Background: an optimization exercise with open tools, aiming at small area, a short achievable clock period and few clock cycles per item. Do not read the settings as production practice.
At most, simulation tests tie the RTL to the original design; equivalence was not proved.
No activity file was given, so power comes from the tool's default toggle rates.

==> module tpu_top, before the edit <==
module tpu_top
(
    input  logic        clk,
    input  logic        rst,
    input  logic        psel,
    input  logic        penable,
    input  logic        pwrite,
    input  logic [7:0]  paddr,
    input  logic [31:0] pwdata,
    output logic [31:0] prdata,
    output logic        pready,
    output logic        pslverr
);
    localparam int MW = 63;   
    logic [7:0] aq   [4][4];     
    logic [7:0] wq   [4][4];     
    logic [6:0] res  [16];       
    logic       res_ok;          
    logic       busy;
    logic       done;
    logic       go_q;            
    logic       wact;            
    logic       fin_q;           
    logic [3:0] wcnt;            
    logic [3:0] t;               
    logic [3:0] idx;
    logic       aligned, is_ctrl, is_status, is_feat, is_wgt, is_res, mapped;
    assign idx       = paddr[5:2];
    assign aligned   = (paddr[1:0] == 2'b00);
    assign is_ctrl   = (paddr == 8'h00);
    assign is_status = (paddr == 8'h04);
    assign is_feat   = aligned && (paddr[7:6] == 2'd1);
    assign is_wgt    = aligned && (paddr[7:6] == 2'd2);
    assign is_res    = aligned && (paddr[7:6] == 2'd3);
    assign mapped    = is_ctrl || is_status || is_feat || is_wgt || is_res;
    logic [MW-1:0] m, mq;
    logic [17:0]   r0, r1, rq0, rq1, sum;
    logic [6:0]    act;
    logic [6:0]    act_w;        
    logic          pz2, pz3;     
    logic [3:0]    e3;           
    logic          res_we;       
    tpu_dot4_a i_dot_a (
        .a0 (aq[0][0]), .a1 (aq[0][1]), .a2 (aq[0][2]), .a3 (aq[0][3]),
        .w0 (wq[0][0]), .w1 (wq[1][0]), .w2 (wq[2][0]), .w3 (wq[3][0]),
        .m  (m)
    );
    tpu_dot4_b i_dot_b (
        .m  (mq),
        .r0 (r0),
        .r1 (r1)
    );
    assign sum    = rq0 + rq1 + 18'h20000;
    assign act    = sum[17] ? 7'd0 : (|sum[16:7]) ? 7'd127 : sum[6:0];
    assign act_w  = pz3 ? 7'd0 : act;
    assign e3     = t - 4'd2;
    assign res_we = wact;
    logic fin;                 
    logic busy_nx, done_nx;    
    logic err_setup;           
    assign fin     = fin_q;
    assign busy_nx = busy && !fin;
    assign done_nx = done || fin;
    assign err_setup = !mapped || (pwrite && (is_status || is_res))
                    || (pwrite && busy_nx && (is_feat || is_wgt || (is_ctrl && pwdata[0])));
    logic       setup, wr_ok, go_s, we_feat, we_wgt;
    logic [1:0] wlc [4];         
    logic [1:0] alr [4];         
    logic [3:0] t_nx;
    logic       arot;            
    assign setup   = psel && !penable;
    assign wr_ok   = setup && pwrite && aligned && !busy_nx;
    assign go_s    = setup && pwrite && is_ctrl && pwdata[0] && !busy_nx;
    assign we_feat = wr_ok && (paddr[7:6] == 2'd1);
    assign we_wgt  = wr_ok && (paddr[7:6] == 2'd2);
    assign t_nx    = t + 4'd1;
    assign arot    = (t[1:0] == 2'd3);
    always_comb begin
        for (int c = 0; c < 4; c++) wlc[c] = 2'(c) + t_nx[1:0];
        for (int r = 0; r < 4; r++) alr[r] = 2'(r) + t_nx[3:2];
    end
    logic [7:0] pa_q;            
    always_ff @(posedge clk) pa_q <= paddr;
    logic [6:0] rd_r;
    logic [7:0] rd_fast;
    always_comb begin
        rd_r = res[idx];
        rd_fast = ({8{is_res && res_ok}} & {1'b0, rd_r})
                | ({8{is_status}} & {6'd0, done_nx, busy_nx});
    end
    logic [7:0] rd_slow;
    logic       hit;
    assign rd_slow = pa_q[7] ? wq[pa_q[5:4]][0] : aq[0][pa_q[3:2]];
    assign hit     = pa_q[7] ? (t[1:0] == pa_q[3:2]) : (t[3:2] == pa_q[5:4]);
    logic       op_rd;           
    logic       st_wait;         
    logic [7:0] rd_q;
    logic [1:0] sgn_q;           
    logic       err_q;
    logic       rdy_q;
    assign op_rd   = !pwrite && aligned && (paddr[7:6] == 2'd1 || paddr[7:6] == 2'd2);
    assign st_wait = !pwrite && is_status && busy_nx;
    always_ff @(posedge clk) begin
        rd_q  <= (!rdy_q && pa_q[7:6] != 2'd0) ? rd_slow : rd_fast;
        sgn_q[0] <= !rdy_q && paddr[7:6] != 2'd0 && rd_slow[7];
        sgn_q[1] <= !rdy_q && (paddr[7] || pa_q[6]) && rd_slow[7];
        err_q <= err_setup;
        if (psel && !penable) rdy_q <= !(op_rd || st_wait);
        else rdy_q <= rdy_q || ((pa_q[7:6] == 2'd0) ? fin : hit);
    end
    assign prdata  = {{8{sgn_q[1]}}, {8{sgn_q[0]}}, {8{rd_q[7]}}, rd_q};
    assign pslverr = err_q;
    assign pready  = rdy_q;
    always_ff @(posedge clk) begin
        for (int r = 0; r < 4; r++) begin
            for (int k = 0; k < 4; k++) begin
                if (rst) aq[r][k] <= 8'd0;
                else if (we_feat && paddr[5:4] == alr[r] && paddr[3:2] == 2'(k)) aq[r][k] <= pwdata[7:0];
                else if (arot) aq[r][k] <= aq[(r + 1) % 4][k];
            end
        end
        for (int k = 0; k < 4; k++) begin
            for (int c = 0; c < 4; c++) begin
                if (rst) wq[k][c] <= 8'd0;
                else if (we_wgt && paddr[5:4] == 2'(k) && paddr[3:2] == wlc[c]) wq[k][c] <= pwdata[7:0];
                else wq[k][c] <= wq[k][(c + 1) % 4];
            end
        end
    end
    always_ff @(posedge clk) begin
        if (rst) begin
            busy   <= 1'b0;
            done   <= 1'b0;
            res_ok <= 1'b0;
            go_q   <= 1'b0;
            fin_q  <= 1'b0;
            wact   <= 1'b0;
            wcnt   <= 4'd0;
            t      <= 4'd0;
        end else begin
            go_q <= go_s;
            fin_q <= wact && (wcnt == 4'd15);
            if (go_q) begin
                busy <= 1'b1;
                done <= 1'b0;
            end else if (fin) begin
                busy   <= 1'b0;
                done   <= 1'b1;
                res_ok <= 1'b1;
            end
            if (go_s) begin
                wact <= 1'b1;
                wcnt <= 4'd0;
            end else if (wact) begin
                if (wcnt == 4'd15) wact <= 1'b0;
                wcnt <= wcnt + 4'd1;
            end
            t <= t + 4'd1;
        end
    end
    always_ff @(posedge clk) begin
        for (int e = 0; e < 16; e++) begin
            if (res_we && e3 == 4'(e)) res[e] <= act_w;
        end
    end
    always_ff @(posedge clk) begin
        mq    <= m;
        rq0   <= r0;
        rq1   <= r1;
        pz2   <= rst;
        pz3   <= pz2;
    end
endmodule
==> flow/config.mk <==
export PLATFORM = sky130hd
export DESIGN_NAME = tpu_top
export DESIGN_NICKNAME = tpu_top
export VERILOG_FILES = /design/flow/design.v
export SDC_FILE = /design/flow/constraint.sdc
export NUM_CORES = 4
export LEC_CHECK = 0
export CAP_MARGIN = 20
export CORE_MARGIN = 2
export CORE_UTILIZATION = 70
export PLACE_DENSITY = 0.75
export SLEW_MARGIN = 20
==> flow/constraint.sdc <==
create_clock -name core_clock -period 10.0 [get_ports {clk}]
set_input_delay 2.0000 -clock core_clock [delete_from_list [all_inputs] [get_ports {clk}]]
set_output_delay 2.0000 -clock core_clock [all_outputs]
set_load 0.01 [all_outputs]
standard.sh (not shown) runs the stock make flow with config.mk's settings and CLKGATE_MAP_FILE= SYNTH_SCRIPT=/design/flow/synth_recipe.tcl, a recipe that flattens the netlist after the stock synthesis.
==> flow/flow/run.sh <==
#!/bin/bash
set -euo pipefail
bash standard.sh SETUP_SLACK_MARGIN=6.8 MATCH_CELL_FOOTPRINT=0 \
    "BUFFER_PORTS_ARGS=-buffer_cell sky130_fd_sc_hd__buf_2" finish > flow_make.log 2>&1
Change:
--- a/flow/design.v
+++ b/flow/design.v
@@ -677,26 +677,23 @@
     logic       hit;
     assign rd_slow = pa_q[7] ? wq[pa_q[5:4]][0] : aq[0][pa_q[3:2]];
     assign hit     = pa_q[7] ? (t[1:0] == pa_q[3:2]) : (t[3:2] == pa_q[5:4]);
     logic       op_rd;           
     logic       st_wait;         
     logic [7:0] rd_q;
-    logic [1:0] sgn_q;           
     logic       err_q;
     logic       rdy_q;
     assign op_rd   = !pwrite && aligned && (paddr[7:6] == 2'd1 || paddr[7:6] == 2'd2);
     assign st_wait = !pwrite && is_status && busy_nx;
     always_ff @(posedge clk) begin
         rd_q  <= (!rdy_q && pa_q[7:6] != 2'd0) ? rd_slow : rd_fast;
-        sgn_q[0] <= !rdy_q && paddr[7:6] != 2'd0 && rd_slow[7];
-        sgn_q[1] <= !rdy_q && (paddr[7] || pa_q[6]) && rd_slow[7];
         err_q <= err_setup;
         if (psel && !penable) rdy_q <= !(op_rd || st_wait);
         else rdy_q <= rdy_q || ((pa_q[7:6] == 2'd0) ? fin : hit);
     end
-    assign prdata  = {{8{sgn_q[1]}}, {8{sgn_q[0]}}, {8{rd_q[7]}}, rd_q};
+    assign prdata  = {{24{rd_q[7]}}, rd_q};
     assign pslverr = err_q;
     assign pready  = rdy_q;
     always_ff @(posedge clk) begin
         for (int r = 0; r < 4; r++) begin
             for (int k = 0; k < 4; k++) begin
                 if (rst) aq[r][k] <= 8'd0;
Power fell by 2.5%. Synthesized area rose by 0.54%. Setup slack improved by 0.026 ns. Utilization fell by 0.90 points. Clock power fell by about 5%. Sequential power is about the same. Design area fell by 0.89%. Routed wire length fell by 2.5%. Die area rose by 0.53%. Final cell count fell by 1.3%. First-iteration DRC count rose by 1.9%. Synthesized cell count fell by 0.80%.
Testbench counts after the change, summed over its fixed seeds: cycles 17,664, jobs 192.
For the first run of this note, only the layout was checked, not whether the RTL still works.

* * *

sierra:
RTL: one of the versions met above, not the one the previous note started from.
Size in the first run: roughly 2,500 cells after synthesis, about 79 I/O pins, about 27,000 sq um of cells after synthesis.
==> module tpu_top, before the edit <==
module tpu_top
(
    input  logic        clk,
    input  logic        rst,
    input  logic        psel,
    input  logic        penable,
    input  logic        pwrite,
    input  logic [7:0]  paddr,
    input  logic [31:0] pwdata,
    output logic [31:0] prdata,
    output logic        pready,
    output logic        pslverr
);
    localparam int MW = 63;   
    logic [7:0] aq   [4][4];     
    logic [7:0] wq   [4][4];     
    logic [6:0] res  [16];       
    logic       res_ok;          
    logic       busy;
    logic       done;
    logic       go_q;            
    logic       wact;            
    logic       fin_q;           
    logic [3:0] wcnt;            
    logic [3:0] t;               
    logic [3:0] idx;
    logic       aligned, is_ctrl, is_status, is_feat, is_wgt, is_res, mapped;
    assign idx       = paddr[5:2];
    assign aligned   = (paddr[1:0] == 2'b00);
    assign is_ctrl   = (paddr == 8'h00);
    assign is_status = (paddr == 8'h04);
    assign is_feat   = aligned && (paddr[7:6] == 2'd1);
    assign is_wgt    = aligned && (paddr[7:6] == 2'd2);
    assign is_res    = aligned && (paddr[7:6] == 2'd3);
    assign mapped    = is_ctrl || is_status || is_feat || is_wgt || is_res;
    logic [MW-1:0] m, mq;
    logic [17:0]   r0, r1, rq0, rq1, sum;
    logic [6:0]    act;
    logic [6:0]    act_w;        
    logic          pz2, pz3;     
    logic [3:0]    e3;           
    logic          res_we;       
    tpu_dot4_a i_dot_a (
        .a0 (aq[0][0]), .a1 (aq[0][1]), .a2 (aq[0][2]), .a3 (aq[0][3]),
        .w0 (wq[0][0]), .w1 (wq[1][0]), .w2 (wq[2][0]), .w3 (wq[3][0]),
        .m  (m)
    );
    tpu_dot4_b i_dot_b (
        .m  (mq),
        .r0 (r0),
        .r1 (r1)
    );
    assign sum    = rq0 + rq1 + 18'h20000;
    assign act    = sum[17] ? 7'd0 : (|sum[16:7]) ? 7'd127 : sum[6:0];
    assign act_w  = pz3 ? 7'd0 : act;
    assign e3     = t - 4'd2;
    assign res_we = wact;
    logic fin;                 
    logic busy_nx, done_nx;    
    logic err_setup;           
    assign fin     = fin_q;
    assign busy_nx = busy && !fin;
    assign done_nx = done || fin;
    assign err_setup = !mapped || (pwrite && (is_status || is_res))
                    || (pwrite && busy_nx && (is_feat || is_wgt || (is_ctrl && pwdata[0])));
    logic       setup, wr_ok, go_s, we_feat, we_wgt;
    logic [1:0] wlc [4];         
    logic [1:0] alr [4];         
    logic [3:0] t_nx;
    logic       arot;            
    assign setup   = psel && !penable;
    assign wr_ok   = setup && pwrite && aligned && !busy_nx;
    assign go_s    = setup && pwrite && is_ctrl && pwdata[0] && !busy_nx;
    assign we_feat = wr_ok && (paddr[7:6] == 2'd1);
    assign we_wgt  = wr_ok && (paddr[7:6] == 2'd2);
    assign t_nx    = t + 4'd1;
    assign arot    = (t[1:0] == 2'd3);
    always_comb begin
        for (int c = 0; c < 4; c++) wlc[c] = 2'(c) + t_nx[1:0];
        for (int r = 0; r < 4; r++) alr[r] = 2'(r) + t_nx[3:2];
    end
    logic [7:0] pa_q;            
    always_ff @(posedge clk) pa_q <= paddr;
    logic [6:0] rd_r;
    logic [7:0] rd_fast;
    always_comb begin
        rd_r = res[idx];
        rd_fast = ({8{is_res && res_ok}} & {1'b0, rd_r})
                | ({8{is_status}} & {6'd0, done_nx, busy_nx});
    end
    logic [7:0] rd_slow;
    logic       hit;
    assign rd_slow = pa_q[7] ? wq[pa_q[5:4]][0] : aq[0][pa_q[3:2]];
    assign hit     = pa_q[7] ? (t[1:0] == pa_q[3:2]) : (t[3:2] == pa_q[5:4]);
    logic       op_rd;           
    logic       st_wait;         
    logic [7:0] rd_q;
    logic       err_q;
    logic       rdy_q;
    assign op_rd   = !pwrite && aligned && (paddr[7:6] == 2'd1 || paddr[7:6] == 2'd2);
    assign st_wait = !pwrite && is_status && busy_nx;
    always_ff @(posedge clk) begin
        rd_q  <= (!rdy_q && pa_q[7:6] != 2'd0) ? rd_slow : rd_fast;
        err_q <= err_setup;
        if (psel && !penable) rdy_q <= !(op_rd || st_wait);
        else rdy_q <= rdy_q || ((pa_q[7:6] == 2'd0) ? fin : hit);
    end
    assign prdata  = {{24{rd_q[7]}}, rd_q};
    assign pslverr = err_q;
    assign pready  = rdy_q;
    always_ff @(posedge clk) begin
        for (int r = 0; r < 4; r++) begin
            for (int k = 0; k < 4; k++) begin
                if (rst) aq[r][k] <= 8'd0;
                else if (we_feat && paddr[5:4] == alr[r] && paddr[3:2] == 2'(k)) aq[r][k] <= pwdata[7:0];
                else if (arot) aq[r][k] <= aq[(r + 1) % 4][k];
            end
        end
        for (int k = 0; k < 4; k++) begin
            for (int c = 0; c < 4; c++) begin
                if (rst) wq[k][c] <= 8'd0;
                else if (we_wgt && paddr[5:4] == 2'(k) && paddr[3:2] == wlc[c]) wq[k][c] <= pwdata[7:0];
                else wq[k][c] <= wq[k][(c + 1) % 4];
            end
        end
    end
    always_ff @(posedge clk) begin
        if (rst) begin
            busy   <= 1'b0;
            done   <= 1'b0;
            res_ok <= 1'b0;
            go_q   <= 1'b0;
            fin_q  <= 1'b0;
            wact   <= 1'b0;
            wcnt   <= 4'd0;
            t      <= 4'd0;
        end else begin
            go_q <= go_s;
            fin_q <= wact && (wcnt == 4'd15);
            if (go_q) begin
                busy <= 1'b1;
                done <= 1'b0;
            end else if (fin) begin
                busy   <= 1'b0;
                done   <= 1'b1;
                res_ok <= 1'b1;
            end
            if (go_s) begin
                wact <= 1'b1;
                wcnt <= 4'd0;
            end else if (wact) begin
                if (wcnt == 4'd15) wact <= 1'b0;
                wcnt <= wcnt + 4'd1;
            end
            t <= t + 4'd1;
        end
    end
    always_ff @(posedge clk) begin
        for (int e = 0; e < 16; e++) begin
            if (res_we && e3 == 4'(e)) res[e] <= act_w;
        end
    end
    always_ff @(posedge clk) begin
        mq    <= m;
        rq0   <= r0;
        rq1   <= r1;
        pz2   <= rst;
        pz3   <= pz2;
    end
endmodule
==> flow/config.mk <==
export PLATFORM = sky130hd
export DESIGN_NAME = tpu_top
export DESIGN_NICKNAME = tpu_top
export VERILOG_FILES = /design/flow/design.v
export SDC_FILE = /design/flow/constraint.sdc
export NUM_CORES = 4
export LEC_CHECK = 0
export CAP_MARGIN = 20
export CORE_MARGIN = 2
export CORE_UTILIZATION = 55
export SLEW_MARGIN = 20
==> flow/constraint.sdc <==
create_clock -name core_clock -period 10.0 [get_ports {clk}]
set_input_delay 2.0000 -clock core_clock [delete_from_list [all_inputs] [get_ports {clk}]]
set_output_delay 2.0000 -clock core_clock [all_outputs]
set_load 0.01 [all_outputs]
Scripts as last shown in full above: flow/flow/run.sh
Testbench counts of sierra, summed over its fixed seeds: cycles 17,664, jobs 192.
Edits applied to the flow inputs when going from sierra to delta:
--- a/flow/design.v
+++ b/flow/design.v
@@ -678,21 +678,24 @@
     assign rd_slow = pa_q[7] ? wq[pa_q[5:4]][0] : aq[0][pa_q[3:2]];
     assign hit     = pa_q[7] ? (t[1:0] == pa_q[3:2]) : (t[3:2] == pa_q[5:4]);
     logic       op_rd;           
     logic       st_wait;         
     logic [7:0] rd_q;
+    logic [1:0] sgn_q;           
     logic       err_q;
     logic       rdy_q;
     assign op_rd   = !pwrite && aligned && (paddr[7:6] == 2'd1 || paddr[7:6] == 2'd2);
     assign st_wait = !pwrite && is_status && busy_nx;
     always_ff @(posedge clk) begin
         rd_q  <= (!rdy_q && pa_q[7:6] != 2'd0) ? rd_slow : rd_fast;
+        sgn_q[0] <= !rdy_q && paddr[7:6] != 2'd0 && rd_slow[7];
+        sgn_q[1] <= !rdy_q && (paddr[7] || pa_q[6]) && rd_slow[7];
         err_q <= err_setup;
         if (psel && !penable) rdy_q <= !(op_rd || st_wait);
         else rdy_q <= rdy_q || ((pa_q[7:6] == 2'd0) ? fin : hit);
     end
-    assign prdata  = {{24{rd_q[7]}}, rd_q};
+    assign prdata  = {{8{sgn_q[1]}}, {8{sgn_q[0]}}, {8{rd_q[7]}}, rd_q};
     assign pslverr = err_q;
     assign pready  = rdy_q;
     always_ff @(posedge clk) begin
         for (int r = 0; r < 4; r++) begin
             for (int k = 0; k < 4; k++) begin
### Flow results
- Looking at the reports, delta completed the entire flow and the layout it produced met the timing, DRC and antenna checks.
- | area of all placed cells without fillers | delta vs sierra | about 0.35% lower |
- Est. power | delta vs sierra | delta higher
- Looking at maximum clock frequency across sierra and delta, the one that comes out lower is sierra.
- Summary of the comparison: net load switching power is lower in delta, relative to sierra.
- delta vs. sierra: share of final-layout standard cells stronger than drive strength 1 shows a reduction of 0.65 points, mean routed wirelength per cell shows an increase of about 0.37%.
- On power density over cell area: delta sits above sierra.
- Comparing delta with sierra, the fraction of area in multi-input gates came out essentially unchanged.
- Looking at total area of sequential cells, delta sits 0.40% higher than sierra does.
- Looking at share of the final layout cell area in sequential cells, delta sits above sierra.
For delta, only the layout was checked, not whether the RTL still works.

[re-timing with driven ports]
How much do the figures lean on ideal ports? The routed layouts below were timed once more, with nothing changed but the port constraints.
Step 1: set_driving_cell puts a clkbuf_16 on clk and a buf_2 on each other input, an assumption about the parent block.
Step 2 moves the port delays by t, midway between the first and last clock arrival at a register: inputs arrive t later, outputs are due t later. That takes back most of the time a late clock gives input paths.
Three values: ideal, step 1, step 2; two values: the first two.
| run | t, ns | setup WS [ns] | hold slack, ns | latest minus earliest clock arrival (ns) | cell pins on the clock port's net |
|---|---|---|---|---|---|
| the first run of note 1 | 0.655 | 6.751 / 6.764 / 6.121 | 0.328 / 0.328 / 0.328 | 0.036 / 0.036 | 1 |
| the second run of note 1 | 0.649 | 6.776 / 6.712 / 6.063 | 0.333 / 0.333 / 0.333 | 0.026 / 0.027 | 1 |
| sierra | 0.657 | 6.713 / 6.692 / 6.064 | 0.333 / 0.333 / 0.333 | 0.030 / 0.030 | 1 |
| delta | 0.647 | 6.767 / 6.783 / 6.136 | 0.326 / 0.326 / 0.326 | 0.026 / 0.026 | 1 |
After both steps setup and hold are still met in every run listed. For the second run of note 1, which loses most, drivers alone change the setup slack by -0.064 ns; drivers and shift together by -0.713 ns.
